Source: an optimization exercise on an open RTL-to-GDS flow (aim: small area). Production flows keep margins and buffers that such runs may drop.
RTL that was checked went through simulation tests only; none was proved equivalent to the original.
Power figures rest on the tool's default switching activity, not on a simulated workload. The flow treats the clock pin as an ideal source, which a real chip does not have.

// glyph_rain_engine
module glyph_rain_engine
#(
    parameter int NUM_COLS   = 80,
    parameter int NUM_ROWS   = 40,
    parameter int GLYPH_H    = 12,
    parameter int NUM_GLYPHS = 51
) (
    input  logic        clk,
    input  logic        reset,
    input  logic        frame_tick,
    input  logic        pause,
    input  logic [1:0]  palette_sel,
    input  logic        display_on,
    input  logic [10:0] hpos,
    input  logic [9:0]  vpos,
    output logic [5:0]  glyph_index,
    output logic [2:0]  glyph_x,
    output logic [3:0]  glyph_y,
    input  logic        glyph_pixel,
    output logic [5:0]  rgb,
    output logic        busy,
    output logic        overrun
);
Size in the first run: roughly 3000 cells after synthesis, about 1500 flip-flops, ~50 I/O pins.
export LEC_CHECK = 0
export ABC_AREA = 1
export CAP_MARGIN = 0
export CORE_MARGIN = 2
export CORE_UTILIZATION = 65
export PLACE_DENSITY = 0.7
export SLEW_MARGIN = 0
create_clock -name core_clock -period 15.0 [get_ports {clk}]
standard.sh (not shown) runs the stock make flow with config.mk's settings and CLKGATE_MAP_FILE= SYNTH_SCRIPT=/design/flow/synth_recipe.tcl, a recipe that flattens the netlist after the stock synthesis.
==> flow/flow/run.sh <==
#!/bin/bash
# Layout flow: the standard flow (standard.sh, all ORFS steps) with:
#  - a copy of ORFS's scripts folder in which only abc_area.script is
#    replaced by flow/abc_area.script, an area-oriented ABC mapping script
#    (synthesis is otherwise the standard one: same Yosys passes, same
#    register mapping and names; only the combinational mapping differs);
#  - port buffers of the smallest buffer cell;
#  - clock tree synthesis without dummy loads.
set -euo pipefail
here=$(pwd)
rm -rf "$here/orfs_scripts"
cp -r "$FLOW_HOME/scripts" "$here/orfs_scripts"
cp "$here/flow/abc_area.script" "$here/orfs_scripts/abc_area.script"
bash "$here/standard.sh" \
  "SCRIPTS_DIR=$here/orfs_scripts" \
  ABC_AREA=1 \
  "BUFFER_PORTS_ARGS=-buffer_cell sky130_fd_sc_hd__buf_1" \
  "CTS_ARGS=-sink_clustering_enable -repair_clock_nets -dont_use_dummy_load -sink_clustering_size 31 -sink_clustering_max_diameter 100 -buf_list sky130_fd_sc_hd__clkbuf_16" \
  finish > "$here/standard_make.log" 2>&1
==> flow/flow/abc_area.script <==
&get -n
&st
&dch
&nf -R 1000 -F 8 -A 4 -C 32
&put
Then changed:
--- a/flow/design.v
+++ b/flow/design.v
@@ -12,46 +12,43 @@
     localparam logic ST_IDLE = 1'b0;
     localparam logic ST_WALK = 1'b1;
 endpackage
 import glyph_rain_pkg::*;
 module glyph_rain_column_state
 #(
     parameter int NUM_COLS = 80,
     parameter int W        = 19
 ) (
     input  logic         clk,
-    input  logic         rd_en_lo,    
     input  logic [6:0]   rd_slot,     
     output logic [W-1:0] rd_data,
     output logic [W-1:0] head_data,   
     input  logic [W-1:0] tail_data    
 );
     logic [W-1:0] ring [NUM_COLS];
     always_ff @(posedge clk) begin
         for (int i = 0; i < NUM_COLS - 1; i++)
             ring[i] <= ring[i + 1];
         ring[NUM_COLS - 1] <= tail_data;
     end
     assign head_data = ring[0];
     localparam int NG = (NUM_COLS + 2) / 3;
-    logic [NUM_COLS-1:0] sel, sel_lo;
+    logic [NUM_COLS-1:0] sel;
     logic [W-1:0]        grp [NG];
     always_comb begin
-        for (int i = 0; i < NUM_COLS; i++) begin
-            sel[i]    = (rd_slot == 7'(i));
-            sel_lo[i] = rd_en_lo && (rd_slot == 7'(i));
-        end
+        for (int i = 0; i < NUM_COLS; i++)
+            sel[i] = (rd_slot == 7'(i));
         for (int g = 0; g < NG; g++) begin
             grp[g] = '0;
             for (int k = 0; k < 3; k++)
                 if (3 * g + k < NUM_COLS)
-                    grp[g] = grp[g] | (ring[3 * g + k] & {{(W-9){sel[3 * g + k]}}, {9{sel_lo[3 * g + k]}}});
+                    grp[g] = grp[g] | (ring[3 * g + k] & {W{sel[3 * g + k]}});
         end
     end
     logic [W-1:0] lvl [6][NG];
     always_comb begin
         int n;
         for (int g = 0; g < NG; g++) lvl[0][g] = grp[g];
         n = NG;
         for (int l = 1; l < 6; l++) begin
             for (int g = 0; g < NG; g++) begin
                 if (2 * g + 1 < n)      lvl[l][g] = lvl[l-1][2*g] | lvl[l-1][2*g+1];
@@ -204,51 +201,49 @@
             end else if (!busy && go) begin
                 owe <= 1'b1;
             end
             if (pw) lfsr <= lfsr_next(lfsr);
         end
     end
     logic [7:0]   s1_col;
     logic [6:0]   cp;           
     logic [6:0]   slot;
     logic [7:0]   slot_d;
-    logic         cfresh;
     logic [W-1:0] rd_data;
     logic [W-1:0] ring_head;
     logic [W-1:0] ring_tail;
     logic [W-1:0] phys_cur;
     assign s1_col = hpos[10:3];
     assign cp     = (s1_col < 8'(NUM_COLS)) ? s1_col[6:0] : 7'd0;
     assign slot_d = {1'b0, cp} - {1'b0, ph};
     assign slot   = slot_d[7] ? slot_d[6:0] + 7'(NUM_COLS) : slot_d[6:0];
     glyph_rain_column_state #(
         .NUM_COLS (NUM_COLS),
         .W        (W)
     ) u_cols (
         .clk       (clk),
-        .rd_en_lo  (!cfresh),
         .rd_slot   (slot),
         .rd_data   (rd_data),
         .head_data (ring_head),
         .tail_data (ring_tail)
     );
     function automatic logic [W-1:0] col_reset(input logic [6:0] c);
         logic [6:0] h;
         h = (c >= 7'(NUM_ROWS)) ? c - 7'(NUM_ROWS) : c;
         col_reset = {h[5:0], 3'd0, 3'd0, 6'd0};
     endfunction
     assign phys_cur  = fresh ? col_reset(ph) : ring_head;
     assign ring_tail = col_update(phys_cur, lfsr[4:0], pw);
     logic [7:0]  q;
     logic [6:0]  row;
     logic [1:0]  r3;
-    logic        cp_lt_ph, cp_lt_kn, pend;
+    logic        cp_lt_ph, cp_lt_kn, pend, cfresh;
     logic [5:0]  ch;
     logic [2:0]  ctr;
     logic [5:0]  csd;
     logic        cz;
     logic [6:0]  pdist;
     logic        vis;
     always_comb begin
         logic [1:0] r;
         logic [2:0] t;
         q = vpos[9:2];
@@ -266,21 +261,21 @@
         r3 = r;
     end
     assign cp_lt_ph = cp < ph;
     assign cp_lt_kn = cp < kn;
     assign cfresh   = fresh && !(pw && cp_lt_ph);
     assign pend     = (pw && !cp_lt_ph && (owe || !busy || cp_lt_kn)) ||
                       (owe && (!busy || cp_lt_kn));
     logic inc, resp;
     always_comb begin
         logic [W-1:0] base;
-        base = {cfresh ? col_reset(cp) >> 9 : rd_data >> 9, 9'd0} | {9'd0, rd_data[8:0]};
+        base = cfresh ? col_reset(cp) : rd_data;
         ch   = dec_head(base[17:12], base[11:10]);
         ctr  = base[8:6];
         csd  = base[5:0];
         cz   = !hc_ext(base[17:12]) && base[11];
     end
     assign inc  = pend && cz;
     assign resp = inc && (ch == 6'd43 + {3'b000, ctr});
     function automatic logic [7:0] rotl(input logic [7:0] x, input int k);
         rotl = (x << k) | (x >> (8 - k));
     endfunction
Setup slack hardly moves.
Maximum frequency stays flat.
Utilization climbs by 0.64 points.
Cell area came out lower by 0.73%.
Total power rose by 2.6%.
For the first run of this note, only the layout was checked, not whether the RTL still works.

========
P:
Another version of the RTL of glyph_rain_engine (not shown whole).
Size in the first run: about 50 I/O pins.
==> flow/config.mk <==
export PLATFORM = sky130hd
export DESIGN_NAME = glyph_rain_engine
export DESIGN_NICKNAME = glyph_rain_engine
export VERILOG_FILES = /design/flow/design.v
export SDC_FILE = /design/flow/constraint.sdc
export NUM_CORES = 8
export LEC_CHECK = 0
export ABC_AREA = 1
export CAP_MARGIN = 0
export CORE_MARGIN = 2
export CORE_UTILIZATION = 65
export PLACE_DENSITY = 0.7
export SLEW_MARGIN = 0
==> flow/constraint.sdc <==
create_clock -name core_clock -period 15.0 [get_ports {clk}]
set_input_delay 3.0000 -clock core_clock [delete_from_list [all_inputs] [get_ports {clk}]]
set_output_delay 3.0000 -clock core_clock [all_outputs]
set_load 0.01 [all_outputs]
Scripts as last shown in full above: flow/flow/run.sh, flow/flow/abc_area.script
P went all the way through the flow, and no timing, DRC or antenna check failed.
> inputs changed (P -> Q)
--- a/flow/design.v
+++ b/flow/design.v
@@ -283,44 +283,34 @@
     endfunction
     logic [5:0] gidx;
     always_comb begin
         logic [7:0] r8, ncol, u0, u1, t0, t1;
         logic [8:0] sum;
         logic [5:0] c;
         logic [6:0] y;
         r8   = {1'b0, row};
         ncol = ~s1_col;
         {u1, u0} = csa(rotl(s1_col, 3), ncol, rotl(r8, 6));
         {t1, t0} = csa(u0, u1, {2'b00, csd});
         sum = {1'b0, t0} + {1'b0, t1} + {8'd0, inc};
-        case (sum[8:5])
-            4'd0: c = 6'd0;
-            4'd1: c = 6'd32;
-            4'd2: c = 6'd13;
-            4'd3: c = 6'd45;
-            4'd4: c = 6'd26;
-            4'd5: c = 6'd7;
-            4'd6: c = 6'd39;
-            4'd7: c = 6'd20;
-            4'd8: c = 6'd1;
-            4'd9: c = 6'd33;
-            4'd10: c = 6'd14;
-            4'd11: c = 6'd46;
-            4'd12: c = 6'd27;
-            4'd13: c = 6'd8;
-            4'd14: c = 6'd40;
-            4'd15: c = 6'd21;
+        case ({sum[7:6], sum[8]})
+            3'b000: c = 6'd0;  3'b001: c = 6'd1;
+            3'b010: c = 6'd13; 3'b011: c = 6'd14;
+            3'b100: c = 6'd26; 3'b101: c = 6'd27;
+            3'b110: c = 6'd39; default: c = 6'd40;
         endcase
-        y = {1'b0, c} + {2'b00, sum[4:0]};
-        gidx = (y >= 7'd51) ? 6'(y - 7'd51) : y[5:0];
+        y = {1'b0, sum[5:0]} + {1'b0, c};
+        if (y >= 7'd102)     gidx = 6'(y - 7'd102);
+        else if (y >= 7'd51) gidx = 6'(y - 7'd51);
+        else                 gidx = y[5:0];
     end
     assign pdist = {1'b0, ch} - row + {6'd0, inc};
     assign vis     = display_on && (s1_col < 8'(NUM_COLS)) && (vpos < 10'(NUM_ROWS * GLYPH_H));
     logic [1:0] s2_cls;
     logic [2:0] s2_idx;
     always_ff @(posedge clk or posedge reset) begin
         if (reset) begin
             glyph_index <= '0;
             glyph_x     <= '0;
             glyph_y     <= '0;
             s2_cls      <= '0;
         end else begin
Results
- When Q is set beside P, its peak supply drop turns out to be 200% larger.
- From P to Q the numbers moved as follows: cell total after placement has increased; smallest setup slack after layout down 250 ps; fmax went down by 1.8%.
- P → Q: synthesized cell count increased by 0.63% relative to the old numbers, design area ~0 delta, clock power held steady.
- Changes observed in Q relative to P: total leakage power comparable; worst slack at placement now smaller; global routing usage on met1 now smaller.
No functional check of the RTL was part of any run of this note.

========
Setup of JK:
Another version of the RTL of glyph_rain_engine (not shown whole).
Size: about 1500 flip-flops, ~50 I/O pins, about 41000 um^2 of cells after synthesis.
clock: 15.0 ns
lec_check: 0
abc_area: 1
cap_margin: 0
core_margin: 2
core_utilization: 65
place_density: 0.7
slew_margin: 0
==> flow/flow/run.sh <==
#!/bin/bash
# Layout flow: the standard flow (standard.sh, all ORFS steps) with:
#  - a copy of ORFS's scripts folder in which only abc_area.script is
#    replaced by flow/abc_area.script, an area-oriented ABC mapping script
#    (synthesis is otherwise the standard one: same Yosys passes, same
#    register mapping and names; only the combinational mapping differs);
#  - port buffers of the smallest buffer cell;
#  - clock tree synthesis without dummy loads.
set -euo pipefail
here=$(pwd)
rm -rf "$here/orfs_scripts"
cp -r "$FLOW_HOME/scripts" "$here/orfs_scripts"
cp "$here/flow/abc_area.script" "$here/orfs_scripts/abc_area.script"
bash "$here/standard.sh" \
  "SCRIPTS_DIR=$here/orfs_scripts" \
  ABC_AREA=1 \
  "BUFFER_PORTS_ARGS=-buffer_cell sky130_fd_sc_hd__buf_1" \
  "CTS_ARGS=-sink_clustering_enable -repair_clock_nets -dont_use_dummy_load -sink_clustering_size 28 -sink_clustering_max_diameter 100 -buf_list sky130_fd_sc_hd__clkbuf_16" \
  finish > "$here/standard_make.log" 2>&1
Scripts as last shown in full above: flow/flow/abc_area.script
JK completed end to end with timing, DRC and antenna clean.
For MS, these inputs were changed with respect to JK:
--- a/flow/design.v
+++ b/flow/design.v
@@ -234,21 +234,20 @@
     assign ring_tail = pw ? col_update(phys_cur, lfsr[4:0]) : ring_head;
     logic [7:0]  q;
     logic [6:0]  row;
     logic [1:0]  r3;
     logic        cp_lt_ph, cp_lt_kn, pend, cfresh;
     logic [5:0]  ch;
     logic [2:0]  ctr;
     logic [5:0]  csd;
     logic        cz;
     logic [6:0]  pdist;
-    logic [6:0]  pdm1;
     logic        vis;
     always_comb begin
         logic [1:0] r;
         logic [2:0] t;
         q = vpos[9:2];
         r = 2'd0;
         row = '0;
         for (int i = 7; i >= 0; i--) begin
             t = {r, q[i]};
             if (t >= 3'd3) begin
@@ -300,25 +299,21 @@
             3'b000: c = 6'd0;  3'b001: c = 6'd1;
             3'b010: c = 6'd13; 3'b011: c = 6'd14;
             3'b100: c = 6'd26; 3'b101: c = 6'd27;
             3'b110: c = 6'd39; default: c = 6'd40;
         endcase
         y = {1'b0, sum[5:0]} + {1'b0, c};
         if (y >= 7'd102)     gidx = 6'(y - 7'd102);
         else if (y >= 7'd51) gidx = 6'(y - 7'd51);
         else                 gidx = y[5:0];
     end
-    logic [6:0] rowm1, rowi;
-    assign rowm1 = row - 7'd1;
-    assign rowi  = inc ? rowm1 : row;
-    assign pdist = {1'b0, ch} - rowi;
-    assign pdm1  = pdist - 7'd1;
+    assign pdist = {1'b0, ch} - row + {6'd0, inc};
     assign vis     = display_on && (s1_col < 8'(NUM_COLS)) && (vpos < 10'(NUM_ROWS * GLYPH_H));
     logic [1:0] s2_cls;
     logic [2:0] s2_idx;
     always_ff @(posedge clk or posedge reset) begin
         if (reset) begin
             glyph_index <= '0;
             glyph_x     <= '0;
             glyph_y     <= '0;
             s2_cls      <= '0;
         end else begin
@@ -331,21 +326,21 @@
                 s2_cls <= (row == 7'd0) ? 2'd1 : 2'd0;
             else if (pdist == 7'd0)
                 s2_cls <= 2'd1;
             else if (pdist <= 7'd4 + {4'b0000, ctr})
                 s2_cls <= 2'd2;
             else
                 s2_cls <= 2'd0;
         end
     end
     always_ff @(posedge clk) begin
-        s2_idx <= 3'd7 - ((pdm1 > 7'd7) ? 3'd7 : pdm1[2:0]);
+        s2_idx <= (pdist[6:3] != 4'd0) ? 3'd0 : 3'd0 - pdist[2:0];
     end
     always_ff @(posedge clk or posedge reset) begin
         if (reset)
             rgb <= '0;
         else if (!glyph_pixel)
             rgb <= '0;
         else if (s2_cls == 2'd1)
             rgb <= 6'h3F;
         else if (s2_cls == 2'd2)
             rgb <= palette_lookup(palette_sel, s2_idx);
Notes after the runs:
- [compare] base=JK new=MS: biggest cell delay along the critical path dropped 260 ps; wire length of the first global-routing pass climbed 1.6%; sequential cell count barely changed; met3 track utilization from global routing barely changed.
- Any difference in per-cell via count in the routed design between JK and MS is small enough to ignore.
- For MS, the launch point of the critical path was vpos[8], unlike JK, where it was hpos[7].
Only the layout flow was run in MS; the RTL was not checked for function there.

========
glyph_rain_engine with an RTL version that a note above also has.
Size in the first run: roughly 50 I/O pins, ~0.041 mm^2 of cells after synthesis.
Design glyph_rain_engine, start of the top module:
module glyph_rain_engine
#(
    parameter int NUM_COLS   = 80,
    parameter int NUM_ROWS   = 40,
    parameter int GLYPH_H    = 12,
    parameter int NUM_GLYPHS = 51
) (
    input  logic        clk,
    input  logic        reset,
    input  logic        frame_tick,
    input  logic        pause,
    input  logic [1:0]  palette_sel,
    input  logic        display_on,
    input  logic [10:0] hpos,
    input  logic [9:0]  vpos,
    output logic [5:0]  glyph_index,
    output logic [2:0]  glyph_x,
    output logic [3:0]  glyph_y,
    input  logic        glyph_pixel,
    output logic [5:0]  rgb,
    output logic        busy,
    output logic        overrun
);
    function automatic logic [5:0] palette_lookup(input logic [1:0] sel, input logic [2:0] idx);
        logic [5:0] c;
        case ({sel, idx})
            5'd0:  c = 6'h04; 5'd1:  c = 6'h04; 5'd2:  c = 6'h08; 5'd3:  c = 6'h08;
            5'd4:  c = 6'h0C; 5'd5:  c = 6'h0C; 5'd6:  c = 6'h1D; 5'd7:  c = 6'h2E;
            5'd8:  c = 6'h10; 5'd9:  c = 6'h10; 5'd10: c = 6'h20; 5'd11: c = 6'h24;
            5'd12: c = 6'h30; 5'd13: c = 6'h34; 5'd14: c = 6'h38; 5'd15: c = 6'h3C;
            5'd16: c = 6'h01; 5'd17: c = 6'h01; 5'd18: c = 6'h02; 5'd19: c = 6'h05;
            5'd20: c = 6'h06; 5'd21: c = 6'h0A; 5'd22: c = 6'h0F; 5'd23: c = 6'h1F;
            5'd24: c = 6'h15; 5'd25: c = 6'h15; 5'd26: c = 6'h15; 5'd27: c = 6'h2A;
            5'd28: c = 6'h2A; 5'd29: c = 6'h2A; 5'd30: c = 6'h2A; default: c = 6'h2A;
        endcase
        palette_lookup = c;
    endfunction
    function automatic logic [15:0] lfsr_next(input logic [15:0] cur);
        lfsr_next = {1'b0, cur[15:1]} ^ (cur[0] ? LFSR_TAPS : 16'h0000);
    endfunction
    localparam int W = 18;
  ...
==> flow/config.mk <==
export PLATFORM = sky130hd
export DESIGN_NAME = glyph_rain_engine
export DESIGN_NICKNAME = glyph_rain_engine
export VERILOG_FILES = /design/flow/design.v
export SDC_FILE = /design/flow/constraint.sdc
export NUM_CORES = 8
export LEC_CHECK = 0
export ABC_AREA = 1
export CAP_MARGIN = 0
export CORE_MARGIN = 2
export CORE_UTILIZATION = 65
export PLACE_DENSITY = 0.7
export SLEW_MARGIN = 0
==> flow/constraint.sdc <==
create_clock -name core_clock -period 15.0 [get_ports {clk}]
set_input_delay 3.0000 -clock core_clock [delete_from_list [all_inputs] [get_ports {clk}]]
set_output_delay 3.0000 -clock core_clock [all_outputs]
set_load 0.01 [all_outputs]
Scripts as last shown in full above: flow/flow/run.sh, flow/flow/abc_area.script
Change:
--- a/flow/design.v
+++ b/flow/design.v
@@ -291,26 +291,36 @@
         logic [8:0] sum;
         logic [5:0] c;
         logic [6:0] y;
         r8   = {1'b0, row};
         ncol = ~s1_col;
         {u1, u0} = csa(rotl(s1_col, 3), ncol, rotl(r8, 6));
         {t1, t0} = csa(u0, u1, {2'b00, csd});
         sum = {1'b0, t0} + {1'b0, t1} + {8'd0, inc};
-        case ({sum[7:6], sum[8]})
-            3'b000: c = 6'd0;  3'b001: c = 6'd1;
-            3'b010: c = 6'd13; 3'b011: c = 6'd14;
-            3'b100: c = 6'd26; 3'b101: c = 6'd27;
-            3'b110: c = 6'd39; default: c = 6'd40;
+        case (sum[8:5])
+            4'd0: c = 6'd0;
+            4'd1: c = 6'd32;
+            4'd2: c = 6'd13;
+            4'd3: c = 6'd45;
+            4'd4: c = 6'd26;
+            4'd5: c = 6'd7;
+            4'd6: c = 6'd39;
+            4'd7: c = 6'd20;
+            4'd8: c = 6'd1;
+            4'd9: c = 6'd33;
+            4'd10: c = 6'd14;
+            4'd11: c = 6'd46;
+            4'd12: c = 6'd27;
+            4'd13: c = 6'd8;
+            4'd14: c = 6'd40;
+            4'd15: c = 6'd21;
         endcase
-        y = {1'b0, sum[5:0]} + {1'b0, c};
-        if (y >= 7'd102)     gidx = 6'(y - 7'd102);
-        else if (y >= 7'd51) gidx = 6'(y - 7'd51);
-        else                 gidx = y[5:0];
+        y = {1'b0, c} + {2'b00, sum[4:0]};
+        gidx = (y >= 7'd51) ? 6'(y - 7'd51) : y[5:0];
     end
     assign pdist = {1'b0, ch} - row + {6'd0, inc};
     assign vis     = display_on && (s1_col < 8'(NUM_COLS)) && (vpos < 10'(NUM_ROWS * GLYPH_H));
     logic [1:0] s2_cls;
     logic [2:0] s2_idx;
     always_ff @(posedge clk or posedge reset) begin
         if (reset) begin
             glyph_index <= '0;
The changed run completed with no timing, DRC or antenna violations.
Die area hardly moves.
Hold slack is about the same.
Final area is lower by 0.33%.
Synthesized area barely changes.
Combinational power is lower by 26%.
Flip-flop and latch count stays the same.
Final cell count is lower by 0.72%.
Clock-buffer cell count is lower by 1.
Worst setup slack improves by 0.086 ns.

==> port drivers added, routing unchanged <==
The results above use ideal ports. As a check the final layouts listed here were re-extracted and re-timed, cells and wires unchanged.
Step 1 (the two cells are an assumption about what drives the block):
set clk [get_ports {clk}]
set_driving_cell -lib_cell sky130_fd_sc_hd__clkbuf_16 $clk
set_driving_cell -lib_cell sky130_fd_sc_hd__buf_2 [delete_from_list [all_inputs] $clk]
Step 2 times the ports against the registers' clock, not the clock port: input delays grow and output delays shrink by t, the midpoint of the rising clock arrivals with the driver on.
a / b / c = ideal ports / drivers / drivers and shift; a / b = the first two.
| run | t (ns) | setup WS [ns] | worst data-port slew with drivers (ns) | cell pins on the clock port's net |
|---|---|---|---|---|
| the first run of note 1 | 0.685 | 1.263 / 1.301 / 0.615 | 0.04 | 1 |
| the second run of note 1 | 0.692 | 1.263 / 1.308 / 0.616 | 0.03 | 1 |
| P | 0.685 | 0.880 / 0.905 / 0.220 | 0.05 | 1 |
| Q | 0.680 | 0.627 / 0.665 / -0.015 | 0.04 | 1 |
| JK | 0.707 | 0.783 / 0.823 / 0.117 | 0.04 | 1 |
| MS | 0.692 | 1.457 / 1.489 / 0.797 | 0.04 | 1 |
| the first run of note 4 | 0.695 | 1.335 / 1.375 / 0.680 | 0.03 | 1 |
| the second run of note 4 | 0.713 | 1.421 / 1.436 / 0.723 | 0.05 | 1 |
Met with ideal ports but missed after step 2: setup timing in Q. The setup slack of the second run of note 4, which loses most, moves by +0.015 ns with the drivers and by -0.698 ns with both steps.
